This is an optimization exercise on Yosys and OpenROAD, whose aim is small area, a short achievable clock period and few clock cycles, not a production implementation.
RTL that was checked went through simulation tests only; none was proved equivalent to the original.

==> try-juniper: inputs <==
==> flow/design.v (excerpt) <==
module dsp_27x27s_arbiter (
  input  logic         clk,
  input  logic         aclr_n,
  input  logic [3:0]   req_valid,
  output logic [3:0]   req_ready,
  input  logic [107:0] req_ax,
  input  logic [107:0] req_ay,
  output logic         res_valid,
  input  logic         res_ready,
  output logic [1:0]   res_id,
  output logic [53:0]  res_data
);
==> flow/config.mk <==
export PLATFORM = sky130hd
export DESIGN_NAME = dsp_27x27s_arbiter
export DESIGN_NICKNAME = dsp_27x27s_arbiter
export VERILOG_FILES = /design/flow/design.v
export SDC_FILE = /design/flow/constraint.sdc
export NUM_CORES = 4
export LEC_CHECK = 0
export CAP_MARGIN = 20
export CORE_MARGIN = 2
export CORE_UTILIZATION = 65
export CTS_BUF_LIST = sky130_fd_sc_hd__clkbuf_4 sky130_fd_sc_hd__clkbuf_8
export PLACE_DENSITY = 0.75
export SETUP_SLACK_MARGIN = 3.6
export SLEW_MARGIN = 20
export SYNTH_HIERARCHICAL = 1
==> flow/constraint.sdc <==
create_clock -name core_clock -period 7.3 [get_ports {clk}]
set_input_delay 1.4600 -clock core_clock [delete_from_list [all_inputs] [get_ports {clk}]]
set_output_delay 1.4600 -clock core_clock [all_outputs]
set_load 0.01 [all_outputs]
standard.sh (not shown) runs the stock make flow with config.mk's settings and CLKGATE_MAP_FILE= SYNTH_SCRIPT=/design/flow/synth_recipe.tcl, a recipe that flattens the netlist after the stock synthesis.
==> flow/flow/run.sh <==
#!/bin/bash
# Standard layout, with buf_1 cells as the port buffers.
set -euo pipefail
export BUFFER_PORTS_ARGS="-buffer_cell sky130_fd_sc_hd__buf_1"
bash standard.sh finish > standard_flow.log 2>&1
==> inputs of try-delta, as changes to try-juniper <==
--- a/flow/design.v
+++ b/flow/design.v
@@ -17,11 +17,10 @@
   logic [26:0] s0_x;
   logic [13:0] s0_one, s0_two, s0_neg;
   logic [13:0] b_one, b_two, b_neg;
   logic [53:0] s1_a, s1_b, s2_p;
   logic [53:0] ra, rb, r3, s1_r3;
-  logic [53:0] s2_x, s2_y;
   logic        rc, s1_c;
   logic        en;
   logic [3:0]  msk_q;      
   logic [3:0]  msk_a, msk_b, msk_d;
   logic [3:0]  pa [4];
@@ -1952,68 +1951,10 @@
   dsp_fa u_1467 (.a(m1304), .b(m1306), .c(m1463), .s(m1465), .co(m1466));
   assign ra = {m1448, m1447, m1444, m1441, m1438, m1435, m1432, m1429, m1424, m1421, m1418, m1415, m1414, m1409, m1406, m1403, m1400, m1397, m1394, m1391, m1241, m1238, m1237, m1234, m1231, m1373, m1370, m1222, m1364, m1361, m1358, m1355, m1352, m1349, m1346, m1343, m1340, m1337, m1334, m1331, m1328, m1325, m1322, m1319, m1316, m1313, m1310, m1307, m1465, m1462, m1459, m1456, m1453, m1450};
   assign rb = {m393, m1445, m1442, m1439, m1436, m1433, m1430, m1427, m1426, m1423, m1420, m1417, m1412, m1411, m1408, m1405, m1402, m1399, m1396, m1393, m1390, m1387, m1382, m1379, m1376, m1228, m1225, m1369, m1366, m1363, m1360, m1357, m1354, m1351, m1348, m1345, m1342, m1339, m1336, m1333, m1330, m1327, m1324, m1321, m1318, m1315, m1312, m1309, 1'b0, 1'b0, 1'b0, 1'b0, 1'b0, 1'b0};
   assign rc = m1466;
   assign r3 = {1'b0, 1'b0, 1'b0, 1'b0, 1'b0, 1'b0, 1'b0, 1'b0, 1'b0, 1'b0, 1'b0, 1'b0, 1'b0, 1'b0, 1'b0, 1'b0, 1'b0, 1'b0, 1'b0, 1'b0, m1388, m1385, m1384, m1381, m1378, m1375, m1372, m1367, 1'b0, 1'b0, 1'b0, 1'b0, 1'b0, 1'b0, 1'b0, 1'b0, 1'b0, 1'b0, 1'b0, 1'b0, 1'b0, 1'b0, 1'b0, 1'b0, 1'b0, 1'b0, 1'b0, 1'b0, 1'b0, 1'b0, 1'b0, 1'b0, 1'b0, 1'b0};
-  logic q26, k26;
-  dsp_fa u_q26 (.a(s1_a[26]), .b(s1_b[26]), .c(s1_r3[26]), .s(q26), .co(k26));
-  logic q27, k27;
-  dsp_fa u_q27 (.a(s1_a[27]), .b(s1_b[27]), .c(s1_r3[27]), .s(q27), .co(k27));
-  logic q28, k28;
-  dsp_fa u_q28 (.a(s1_a[28]), .b(s1_b[28]), .c(s1_r3[28]), .s(q28), .co(k28));
-  logic q29, k29;
-  dsp_fa u_q29 (.a(s1_a[29]), .b(s1_b[29]), .c(s1_r3[29]), .s(q29), .co(k29));
-  logic q30, k30;
-  dsp_fa u_q30 (.a(s1_a[30]), .b(s1_b[30]), .c(s1_r3[30]), .s(q30), .co(k30));
-  logic q31, k31;
-  dsp_fa u_q31 (.a(s1_a[31]), .b(s1_b[31]), .c(s1_r3[31]), .s(q31), .co(k31));
-  logic q32, k32;
-  dsp_fa u_q32 (.a(s1_a[32]), .b(s1_b[32]), .c(s1_r3[32]), .s(q32), .co(k32));
-  logic q33, k33;
-  dsp_fa u_q33 (.a(s1_a[33]), .b(s1_b[33]), .c(s1_r3[33]), .s(q33), .co(k33));
-  logic q34, k34;
-  dsp_ha u_q34 (.a(s1_a[34]), .b(s1_b[34]), .s(q34), .co(k34));
-  logic q35, k35;
-  dsp_ha u_q35 (.a(s1_a[35]), .b(s1_b[35]), .s(q35), .co(k35));
-  logic q36, k36;
-  dsp_ha u_q36 (.a(s1_a[36]), .b(s1_b[36]), .s(q36), .co(k36));
-  logic q37, k37;
-  dsp_ha u_q37 (.a(s1_a[37]), .b(s1_b[37]), .s(q37), .co(k37));
-  logic q38, k38;
-  dsp_ha u_q38 (.a(s1_a[38]), .b(s1_b[38]), .s(q38), .co(k38));
-  logic q39, k39;
-  dsp_ha u_q39 (.a(s1_a[39]), .b(s1_b[39]), .s(q39), .co(k39));
-  logic q40, k40;
-  dsp_ha u_q40 (.a(s1_a[40]), .b(s1_b[40]), .s(q40), .co(k40));
-  logic q41, k41;
-  dsp_ha u_q41 (.a(s1_a[41]), .b(s1_b[41]), .s(q41), .co(k41));
-  logic q42, k42;
-  dsp_ha u_q42 (.a(s1_a[42]), .b(s1_b[42]), .s(q42), .co(k42));
-  logic q43, k43;
-  dsp_ha u_q43 (.a(s1_a[43]), .b(s1_b[43]), .s(q43), .co(k43));
-  logic q44, k44;
-  dsp_ha u_q44 (.a(s1_a[44]), .b(s1_b[44]), .s(q44), .co(k44));
-  logic q45, k45;
-  dsp_ha u_q45 (.a(s1_a[45]), .b(s1_b[45]), .s(q45), .co(k45));
-  logic q46, k46;
-  dsp_ha u_q46 (.a(s1_a[46]), .b(s1_b[46]), .s(q46), .co(k46));
-  logic q47, k47;
-  dsp_ha u_q47 (.a(s1_a[47]), .b(s1_b[47]), .s(q47), .co(k47));
-  logic q48, k48;
-  dsp_ha u_q48 (.a(s1_a[48]), .b(s1_b[48]), .s(q48), .co(k48));
-  logic q49, k49;
-  dsp_ha u_q49 (.a(s1_a[49]), .b(s1_b[49]), .s(q49), .co(k49));
-  logic q50, k50;
-  dsp_ha u_q50 (.a(s1_a[50]), .b(s1_b[50]), .s(q50), .co(k50));
-  logic q51, k51;
-  dsp_ha u_q51 (.a(s1_a[51]), .b(s1_b[51]), .s(q51), .co(k51));
-  logic q52, k52;
-  dsp_ha u_q52 (.a(s1_a[52]), .b(s1_b[52]), .s(q52), .co(k52));
-  logic q53, k53;
-  dsp_ha u_q53 (.a(s1_a[53]), .b(s1_b[53]), .s(q53), .co(k53));
-  assign s2_x = {q53, q52, q51, q50, q49, q48, q47, q46, q45, q44, q43, q42, q41, q40, q39, q38, q37, q36, q35, q34, q33, q32, q31, q30, q29, q28, q27, q26, s1_a[25], s1_a[24], s1_a[23], s1_a[22], s1_a[21], s1_a[20], s1_a[19], s1_a[18], s1_a[17], s1_a[16], s1_a[15], s1_a[14], s1_a[13], s1_a[12], s1_a[11], s1_a[10], s1_a[9], s1_a[8], s1_a[7], s1_a[6], s1_a[5], s1_a[4], s1_a[3], s1_a[2], s1_a[1], s1_a[0]};
-  assign s2_y = {k52, k51, k50, k49, k48, k47, k46, k45, k44, k43, k42, k41, k40, k39, k38, k37, k36, k35, k34, k33, k32, k31, k30, k29, k28, k27, k26, 1'b0, s1_b[25], s1_b[24], s1_b[23], s1_b[22], s1_b[21], s1_b[20], s1_b[19], s1_b[18], s1_b[17], s1_b[16], s1_b[15], s1_b[14], s1_b[13], s1_b[12], s1_b[11], s1_b[10], s1_b[9], s1_b[8], s1_b[7], s1_b[6], 1'b0, 1'b0, 1'b0, 1'b0, 1'b0, 1'b0};
   always_ff @(posedge clk or negedge aclr_n) begin
     if (!aclr_n) begin
       ptr_q <= 2'd0;
       nxt_q <= 4'd0;
       msk_q <= 4'd0;
@@ -2038,11 +1979,11 @@
       s1_a  <= ra;
       s1_b  <= rb;
       s1_r3 <= r3;
       s1_c  <= rc;
       s1_id <= nxt_id;
-      s2_p[53:6] <= s2_x[53:6] + s2_y[53:6] + 54'(s1_c);
+      s2_p[53:6] <= s1_a[53:6] + s1_b[53:6] + s1_r3[53:6] + 54'(s1_c);
       s2_p[5:0] <= s1_a[5:0];
       s2_id <= s1_id;
     end
   end
   assign res_valid = s2_v;
--- a/flow/config.mk
+++ b/flow/config.mk
@@ -8,8 +8,8 @@
 export CAP_MARGIN = 20
 export CORE_MARGIN = 2
 export CORE_UTILIZATION = 65
 export CTS_BUF_LIST = sky130_fd_sc_hd__clkbuf_4 sky130_fd_sc_hd__clkbuf_8
 export PLACE_DENSITY = 0.75
-export SETUP_SLACK_MARGIN = 3.6
+export SETUP_SLACK_MARGIN = 3.8
 export SLEW_MARGIN = 20
 export SYNTH_HIERARCHICAL = 1
==> inputs of try-violet, as changes to try-juniper <==
--- a/flow/design.v
+++ b/flow/design.v
@@ -17,11 +17,10 @@
   logic [26:0] s0_x;
   logic [13:0] s0_one, s0_two, s0_neg;
   logic [13:0] b_one, b_two, b_neg;
   logic [53:0] s1_a, s1_b, s2_p;
   logic [53:0] ra, rb, r3, s1_r3;
-  logic [53:0] s2_x, s2_y;
   logic        rc, s1_c;
   logic        en;
   logic [3:0]  msk_q;      
   logic [3:0]  msk_a, msk_b, msk_d;
   logic [3:0]  pa [4];
@@ -1952,68 +1951,10 @@
   dsp_fa u_1467 (.a(m1304), .b(m1306), .c(m1463), .s(m1465), .co(m1466));
   assign ra = {m1448, m1447, m1444, m1441, m1438, m1435, m1432, m1429, m1424, m1421, m1418, m1415, m1414, m1409, m1406, m1403, m1400, m1397, m1394, m1391, m1241, m1238, m1237, m1234, m1231, m1373, m1370, m1222, m1364, m1361, m1358, m1355, m1352, m1349, m1346, m1343, m1340, m1337, m1334, m1331, m1328, m1325, m1322, m1319, m1316, m1313, m1310, m1307, m1465, m1462, m1459, m1456, m1453, m1450};
   assign rb = {m393, m1445, m1442, m1439, m1436, m1433, m1430, m1427, m1426, m1423, m1420, m1417, m1412, m1411, m1408, m1405, m1402, m1399, m1396, m1393, m1390, m1387, m1382, m1379, m1376, m1228, m1225, m1369, m1366, m1363, m1360, m1357, m1354, m1351, m1348, m1345, m1342, m1339, m1336, m1333, m1330, m1327, m1324, m1321, m1318, m1315, m1312, m1309, 1'b0, 1'b0, 1'b0, 1'b0, 1'b0, 1'b0};
   assign rc = m1466;
   assign r3 = {1'b0, 1'b0, 1'b0, 1'b0, 1'b0, 1'b0, 1'b0, 1'b0, 1'b0, 1'b0, 1'b0, 1'b0, 1'b0, 1'b0, 1'b0, 1'b0, 1'b0, 1'b0, 1'b0, 1'b0, m1388, m1385, m1384, m1381, m1378, m1375, m1372, m1367, 1'b0, 1'b0, 1'b0, 1'b0, 1'b0, 1'b0, 1'b0, 1'b0, 1'b0, 1'b0, 1'b0, 1'b0, 1'b0, 1'b0, 1'b0, 1'b0, 1'b0, 1'b0, 1'b0, 1'b0, 1'b0, 1'b0, 1'b0, 1'b0, 1'b0, 1'b0};
-  logic q26, k26;
-  dsp_fa u_q26 (.a(s1_a[26]), .b(s1_b[26]), .c(s1_r3[26]), .s(q26), .co(k26));
-  logic q27, k27;
-  dsp_fa u_q27 (.a(s1_a[27]), .b(s1_b[27]), .c(s1_r3[27]), .s(q27), .co(k27));
-  logic q28, k28;
-  dsp_fa u_q28 (.a(s1_a[28]), .b(s1_b[28]), .c(s1_r3[28]), .s(q28), .co(k28));
-  logic q29, k29;
-  dsp_fa u_q29 (.a(s1_a[29]), .b(s1_b[29]), .c(s1_r3[29]), .s(q29), .co(k29));
-  logic q30, k30;
-  dsp_fa u_q30 (.a(s1_a[30]), .b(s1_b[30]), .c(s1_r3[30]), .s(q30), .co(k30));
-  logic q31, k31;
-  dsp_fa u_q31 (.a(s1_a[31]), .b(s1_b[31]), .c(s1_r3[31]), .s(q31), .co(k31));
-  logic q32, k32;
-  dsp_fa u_q32 (.a(s1_a[32]), .b(s1_b[32]), .c(s1_r3[32]), .s(q32), .co(k32));
-  logic q33, k33;
-  dsp_fa u_q33 (.a(s1_a[33]), .b(s1_b[33]), .c(s1_r3[33]), .s(q33), .co(k33));
-  logic q34, k34;
-  dsp_ha u_q34 (.a(s1_a[34]), .b(s1_b[34]), .s(q34), .co(k34));
-  logic q35, k35;
-  dsp_ha u_q35 (.a(s1_a[35]), .b(s1_b[35]), .s(q35), .co(k35));
-  logic q36, k36;
-  dsp_ha u_q36 (.a(s1_a[36]), .b(s1_b[36]), .s(q36), .co(k36));
-  logic q37, k37;
-  dsp_ha u_q37 (.a(s1_a[37]), .b(s1_b[37]), .s(q37), .co(k37));
-  logic q38, k38;
-  dsp_ha u_q38 (.a(s1_a[38]), .b(s1_b[38]), .s(q38), .co(k38));
-  logic q39, k39;
-  dsp_ha u_q39 (.a(s1_a[39]), .b(s1_b[39]), .s(q39), .co(k39));
-  logic q40, k40;
-  dsp_ha u_q40 (.a(s1_a[40]), .b(s1_b[40]), .s(q40), .co(k40));
-  logic q41, k41;
-  dsp_ha u_q41 (.a(s1_a[41]), .b(s1_b[41]), .s(q41), .co(k41));
-  logic q42, k42;
-  dsp_ha u_q42 (.a(s1_a[42]), .b(s1_b[42]), .s(q42), .co(k42));
-  logic q43, k43;
-  dsp_ha u_q43 (.a(s1_a[43]), .b(s1_b[43]), .s(q43), .co(k43));
-  logic q44, k44;
-  dsp_ha u_q44 (.a(s1_a[44]), .b(s1_b[44]), .s(q44), .co(k44));
-  logic q45, k45;
-  dsp_ha u_q45 (.a(s1_a[45]), .b(s1_b[45]), .s(q45), .co(k45));
-  logic q46, k46;
-  dsp_ha u_q46 (.a(s1_a[46]), .b(s1_b[46]), .s(q46), .co(k46));
-  logic q47, k47;
-  dsp_ha u_q47 (.a(s1_a[47]), .b(s1_b[47]), .s(q47), .co(k47));
-  logic q48, k48;
-  dsp_ha u_q48 (.a(s1_a[48]), .b(s1_b[48]), .s(q48), .co(k48));
-  logic q49, k49;
-  dsp_ha u_q49 (.a(s1_a[49]), .b(s1_b[49]), .s(q49), .co(k49));
-  logic q50, k50;
-  dsp_ha u_q50 (.a(s1_a[50]), .b(s1_b[50]), .s(q50), .co(k50));
-  logic q51, k51;
-  dsp_ha u_q51 (.a(s1_a[51]), .b(s1_b[51]), .s(q51), .co(k51));
-  logic q52, k52;
-  dsp_ha u_q52 (.a(s1_a[52]), .b(s1_b[52]), .s(q52), .co(k52));
-  logic q53, k53;
-  dsp_ha u_q53 (.a(s1_a[53]), .b(s1_b[53]), .s(q53), .co(k53));
-  assign s2_x = {q53, q52, q51, q50, q49, q48, q47, q46, q45, q44, q43, q42, q41, q40, q39, q38, q37, q36, q35, q34, q33, q32, q31, q30, q29, q28, q27, q26, s1_a[25], s1_a[24], s1_a[23], s1_a[22], s1_a[21], s1_a[20], s1_a[19], s1_a[18], s1_a[17], s1_a[16], s1_a[15], s1_a[14], s1_a[13], s1_a[12], s1_a[11], s1_a[10], s1_a[9], s1_a[8], s1_a[7], s1_a[6], s1_a[5], s1_a[4], s1_a[3], s1_a[2], s1_a[1], s1_a[0]};
-  assign s2_y = {k52, k51, k50, k49, k48, k47, k46, k45, k44, k43, k42, k41, k40, k39, k38, k37, k36, k35, k34, k33, k32, k31, k30, k29, k28, k27, k26, 1'b0, s1_b[25], s1_b[24], s1_b[23], s1_b[22], s1_b[21], s1_b[20], s1_b[19], s1_b[18], s1_b[17], s1_b[16], s1_b[15], s1_b[14], s1_b[13], s1_b[12], s1_b[11], s1_b[10], s1_b[9], s1_b[8], s1_b[7], s1_b[6], 1'b0, 1'b0, 1'b0, 1'b0, 1'b0, 1'b0};
   always_ff @(posedge clk or negedge aclr_n) begin
     if (!aclr_n) begin
       ptr_q <= 2'd0;
       nxt_q <= 4'd0;
       msk_q <= 4'd0;
@@ -2038,11 +1979,11 @@
       s1_a  <= ra;
       s1_b  <= rb;
       s1_r3 <= r3;
       s1_c  <= rc;
       s1_id <= nxt_id;
-      s2_p[53:6] <= s2_x[53:6] + s2_y[53:6] + 54'(s1_c);
+      s2_p[53:6] <= s1_a[53:6] + s1_b[53:6] + s1_r3[53:6] + 54'(s1_c);
       s2_p[5:0] <= s1_a[5:0];
       s2_id <= s1_id;
     end
   end
   assign res_valid = s2_v;
==> flow/config.mk (replaced) <==
export PLATFORM = sky130hd
export DESIGN_NAME = dsp_27x27s_arbiter
export DESIGN_NICKNAME = dsp_27x27s_arbiter
export VERILOG_FILES = /design/flow/design.v
export SDC_FILE = /design/flow/constraint.sdc
export NUM_CORES = 4
export LEC_CHECK = 0
export CAP_MARGIN = 20
export CORE_MARGIN = 2
export CORE_UTILIZATION = 60
export CTS_BUF_LIST = sky130_fd_sc_hd__clkbuf_8 sky130_fd_sc_hd__clkbuf_16
export CTS_CLUSTER_DIAMETER = 80
export CTS_CLUSTER_SIZE = 16
export PLACE_DENSITY = 0.7
export SETUP_SLACK_MARGIN = 3.75
export SLEW_MARGIN = 20
export SYNTH_HIERARCHICAL = 1
==> inputs of try-nickel, as changes to try-juniper <==
--- a/flow/config.mk
+++ b/flow/config.mk
@@ -6,10 +6,12 @@
 export NUM_CORES = 4
 export LEC_CHECK = 0
 export CAP_MARGIN = 20
 export CORE_MARGIN = 2
 export CORE_UTILIZATION = 65
-export CTS_BUF_LIST = sky130_fd_sc_hd__clkbuf_4 sky130_fd_sc_hd__clkbuf_8
+export CTS_BUF_LIST = sky130_fd_sc_hd__clkbuf_8 sky130_fd_sc_hd__clkbuf_16
+export CTS_CLUSTER_DIAMETER = 80
+export CTS_CLUSTER_SIZE = 16
 export PLACE_DENSITY = 0.75
 export SETUP_SLACK_MARGIN = 3.6
 export SLEW_MARGIN = 20
 export SYNTH_HIERARCHICAL = 1
==> qor summary <==
quantity                                                       try-violet      try-nickel    try-delta     try-juniper
Run status                                       timing/DRC/antenna clean  timing/DRC/antenna clean  timing/DRC/antenna clean  timing/DRC/antenna clean
CP Max Fanout                                                           5               9           14               9
Count of non-CTS inverters in the layout                               68              56           68              56
Post-synthesis xor/xnor area fraction                               0.151           0.155        0.151           0.155
PostCTS Resize Cnt                                                    260             128          325             140
Min Tclk post-route                                               3650 ps         3850 ps      3950 ps         3840 ps
Ant. Diodes                                                             7              10            8               9
Synthesized instance count                                          2,348           2,329        2,348           2,329
Setup Fix Bufs, Post-CTS                                               22              20           26              13
Area of all placed cells without fillers                      30,900 um^2     29,900 um^2  32,300 um^2     30,000 um^2
Initial Utilization                                                 0.606           0.660        0.657           0.660
Master cell of the clock root buffer                            clkbuf_16       clkbuf_16     clkbuf_8        clkbuf_8
CP Data Arrival Time                                              2190 ps         2390 ps      4340 ps         2380 ps
Fraction of met2 tracks used by global routing                      0.630           0.642        0.682           0.638
Die area                                                      45,100 um^2     40,800 um^2  41,700 um^2     40,800 um^2
DRC violation total after the first TritonRoute iteration           2,861           3,289        4,463           3,467
Met2 wire length                                                  41.1 mm         39.2 mm      44.3 mm         38.4 mm
CP max stage delay                                                 220 ps          470 ps       610 ps          470 ps
Worst Setup End Kind                                       primary output  primary output     register  primary output
Final Instance Count excl. Fillers                                  3,162           3,069        3,188           3,106
Number of unique standard cell types used by synthesis                 80              68           80              68
Area of the mapped netlist                                    26,100 um^2     25,500 um^2  26,100 um^2     25,500 um^2
Testbench counts of try-delta, summed over its fixed seeds: cycles 5,494.
Testbench counts of try-violet, summed over its fixed seeds: cycles 5,494.
Function not checked in try-juniper and try-nickel: the RTL went through the layout flow alone.

==> separate check: timing with driven ports <==
The results above use ideal ports. As a check the final layouts listed here were re-extracted and re-timed, cells and wires unchanged. Step 1 assumes that a clkbuf_16 drives the clock port and a buf_2 every other input. Step 2 adds t to the input delays and takes it off the output delays; t is the mean of the earliest and latest rising clock arrival at the registers after step 1. Input paths then give back, and output paths get back, about the clock's delay inside the block. a / b / c = ideal ports / drivers / drivers and shift; a / b = the first two.
run | t (ns) | setup slack, ns | hold WS [ns]
try-juniper | 0.657 | 3.456 / 3.415 / 3.086 | 0.427 / 0.427 / 0.427
try-delta | 0.704 | 3.345 / 3.345 / 3.113 | 0.415 / 0.415 / 0.415
try-violet | 0.623 | 3.645 / 3.591 / 3.193 | 0.420 / 0.420 / 0.420
try-nickel | 0.589 | 3.449 / 3.415 / 3.169 | 0.415 / 0.415 / 0.415
After both steps setup and hold are still met in every run listed. For try-violet, which loses most, drivers alone change the setup slack by -0.054 ns; drivers and shift together by -0.452 ns.
